Background: an optimization exercise with open tools, aiming at small area, a short achievable clock period and few clock cycles per item. Do not read the settings as production practice.
RTL that was checked went through simulation tests only; none was proved equivalent to the original.
Power figures rest on the tool's default switching activity, not on a simulated workload.

== JK ==
## wallace_mac
module wallace_mac (
    input  wire        clk,
    input  wire        arst_n,
    input  wire        req,
    output logic       ack,
    input  wire [15:0] a,
    input  wire [15:0] b,
    input  wire [31:0] acc,
    input  wire        cin,
    output logic [32:0] result
);
==> flow/config.mk <==
export PLATFORM = sky130hd
export DESIGN_NAME = wallace_mac
export DESIGN_NICKNAME = wallace_mac
export VERILOG_FILES = /design/flow/design.v
export SDC_FILE = /design/flow/constraint.sdc
export NUM_CORES = 4
export LEC_CHECK = 0
export CAP_MARGIN = 20
export CORE_MARGIN = 2
export CORE_UTILIZATION = 40
export CTS_BUF_LIST = sky130_fd_sc_hd__clkbuf_8
export SETUP_SLACK_MARGIN = 2.0
export SLEW_MARGIN = 20
export SYNTH_HIERARCHICAL = 1
export SYNTH_MINIMUM_KEEP_SIZE = 0
==> flow/constraint.sdc <==
create_clock -name core_clock -period 6.0 [get_ports {clk}]
set_input_delay 1.2000 -clock core_clock [delete_from_list [all_inputs] [get_ports {clk}]]
set_output_delay 1.2000 -clock core_clock [all_outputs]
set_load 0.01 [all_outputs]
standard.sh (not shown) runs the stock make flow with config.mk's settings and CLKGATE_MAP_FILE= SYNTH_SCRIPT=/design/flow/synth_recipe.tcl, a recipe that flattens the netlist after the stock synthesis.
==> flow/flow/run.sh <==
#!/bin/bash
# The standard layout (the standard.sh: ORFS synthesis and place and route,
# unchanged), except that the port buffers that global placement inserts on
# every input and output use a plain buffer cell rather than the delay cell
# the resizer would pick by default.
set -euo pipefail
export BUFFER_PORTS_ARGS="-buffer_cell ${PORT_BUFFER:-sky130_fd_sc_hd__buf_2}"
bash standard.sh > standard_flow.log 2>&1
> inputs changed (JK -> MS)
Settings: swapping 2.0 for 2.1 in SETUP_SLACK_MARGIN.
[summary]
Per the final summary, MS finished and its layout is clean on timing, DRC and antenna. JK finished end to end and its layout was clean on timing, DRC and antenna. Summary of MS over JK: combinational power went up about 4.4%, global-route usage ~0 delta, internal power of the cells climbed 44 uW, met1 capacity usage during global routing went up, sequential share of layout area saw a decrease. Re non-clock buffer count: JK and MS aren't equal, and the higher value belongs to JK. Diff MS..JK | flip-flop and latch count after synthesis | unchanged.
Function was not checked in any run of this note: the RTL went through the layout flow alone.

========
job 8410:
wallace_mac, a different RTL version from the one above (not shown whole).
Size in the first run: roughly 950 cells after synthesis, ~71 flip-flops, ~100 I/O pins, ~9900 um2 of cells after synthesis.
Design wallace_mac, start of the top module:
module wallace_mac (
    input  wire        clk,
    input  wire        arst_n,
    input  wire        req,
    output logic       ack,
    input  wire [15:0] a,
    input  wire [15:0] b,
    input  wire [31:0] acc,
    input  wire        cin,
    output logic [32:0] result
);
==> flow/config.mk <==
export PLATFORM = sky130hd
export DESIGN_NAME = wallace_mac
export DESIGN_NICKNAME = wallace_mac
export VERILOG_FILES = /design/flow/design.v
export SDC_FILE = /design/flow/constraint.sdc
export NUM_CORES = 4
export LEC_CHECK = 0
export CAP_MARGIN = 20
export CORE_MARGIN = 2
export CORE_UTILIZATION = 40
export CTS_BUF_LIST = sky130_fd_sc_hd__clkbuf_8
export SETUP_SLACK_MARGIN = 2.05
export SLEW_MARGIN = 20
export SYNTH_HIERARCHICAL = 1
export SYNTH_MINIMUM_KEEP_SIZE = 0
==> flow/constraint.sdc <==
create_clock -name core_clock -period 6.0 [get_ports {clk}]
set_input_delay 1.2000 -clock core_clock [delete_from_list [all_inputs] [get_ports {clk}]]
set_output_delay 1.2000 -clock core_clock [all_outputs]
set_load 0.01 [all_outputs]
Scripts as last shown in full above: flow/flow/run.sh
Per the final summary, job 8410 finished and its layout is clean on timing, DRC and antenna.
Testbench counts of job 8410, summed over its fixed seeds: cycles 16,000, items 8,000.
Relative to job 8410, the following input files were edited for job 4581:
Settings: SETUP_SLACK_MARGIN changed from 2.05 to 2.2.
Results
From job 8410 to job 4581 the numbers moved as follows: total power now larger; transition time at the pin with the least slew margin now larger; clock edge transition at the registers on the reported setup and hold paths comparable; via count now larger. The final estimated routing congestion in global placement in job 4581 is 1.05 times that in job 8410.
### job 4581 -> job 1307
Settings: SETUP_SLACK_MARGIN now 2.05, was 2.2.
==> flow/flow/run.sh <==
#!/bin/bash
# The standard layout (the standard.sh: ORFS synthesis, then place and
# route), with two changes to how the layout is made:
#  - the port buffers that global placement inserts on every input and output
#    use a plain buffer cell (buf_2) rather than the delay cell the resizer
#    would pick by default;
#  - after the standard synthesis, the a21oi and nand2 gates that ABC mapped at
#    drive strength 2 start at drive strength 1 (same function and pins); the
#    resizer sizes up again whatever timing needs.
# Each step's full output goes to its own log file in this folder (ORFS's own
# per-step logs stay under orfs/logs/).
set -euo pipefail
export BUFFER_PORTS_ARGS="-buffer_cell sky130_fd_sc_hd__buf_2"
R="$PWD/orfs/results/sky130hd/wallace_mac/base"
bash standard.sh "$R/1_2_yosys.v" > synth_flow.log 2>&1
sed -i -E 's/sky130_fd_sc_hd__(a21oi|nand2)_2 /sky130_fd_sc_hd__\1_1 /' "$R/1_2_yosys.v"
grep -c "sky130_fd_sc_hd__a21oi_1 \|sky130_fd_sc_hd__nand2_1 " "$R/1_2_yosys.v" > downsize.log 2>&1 || true
bash standard.sh > standard_flow.log 2>&1
Notes after the runs:
- Post-CTS resize count in job 1307 is 8 above job 4581.
- Relative to job 4581, time the worst path needs with I/O delays and setup has gone up in job 1307.
- Relative to job 4581, part of the total power dissipated in sequential elements has gone up in job 1307.
- Per the comparison of job 1307 with job 4581, part of the cycle the worst path needs has increased, clock share of power has increased, total design power has decreased, total wirelength of the detailed-routed design has increased.
- In job 1307, die area is lower than in job 4581.
diff inputs: job 1307 => job 9887
Settings: PLACE_DENSITY now 0.8, previously not set; SETUP_SLACK_MARGIN now 2.0, was 2.05.
==> flow/flow/run.sh <==
#!/bin/bash
# The standard layout (the standard.sh: ORFS synthesis and place and route,
# unchanged), except that the port buffers that global placement inserts on
# every input and output use a plain buffer cell rather than the delay cell
# the resizer would pick by default.
set -euo pipefail
export BUFFER_PORTS_ARGS="-buffer_cell ${PORT_BUFFER:-sky130_fd_sc_hd__buf_2}"
bash standard.sh > standard_flow.log 2>&1
Job 1307: full flow OK, the timing, design-rule and antenna checks passed. Job 9887 | stages: all done | timing, DRC, antenna: all pass. Final hold slack: job 9887 lower than job 1307. Going from job 1307 to job 9887, synthesis-to-layout area growth now sits lower, wire length now sits lower, share of the cycle needed by the critical path after routing fell by 0.75 points.

## separate check: timing with driven ports
The results above use ideal ports. As a check the final layouts listed here were re-extracted and re-timed, cells and wires unchanged. Step 1 sets driving cells, clkbuf_16 on the clock port and buf_2 on the other inputs (assumed; they add their load-dependent delay and slew). Step 2 times the ports against the registers' clock, not the clock port: input delays grow and output delays shrink by t, the midpoint of the rising clock arrivals with the driver on. Slacks: ideal / step 1 / step 2; pairs: ideal / step 1.
run	t, ns	slack for setup (ns)	cell pins on the clock port's net
JK	0.412	2.074 / 2.061 / 1.649	1
MS	0.413	2.099 / 2.054 / 1.747	1
job 8410	0.417	2.122 / 2.079 / 1.721	1
job 4581	0.419	2.114 / 2.074 / 1.846	1
job 1307	0.407	2.034 / 1.994 / 1.702	1
job 9887	0.407	2.079 / 2.040 / 1.666	1
After both steps every run listed still meets setup and hold. The setup slack of JK, which loses most, moves by -0.013 ns with the drivers and by -0.425 ns with both steps.
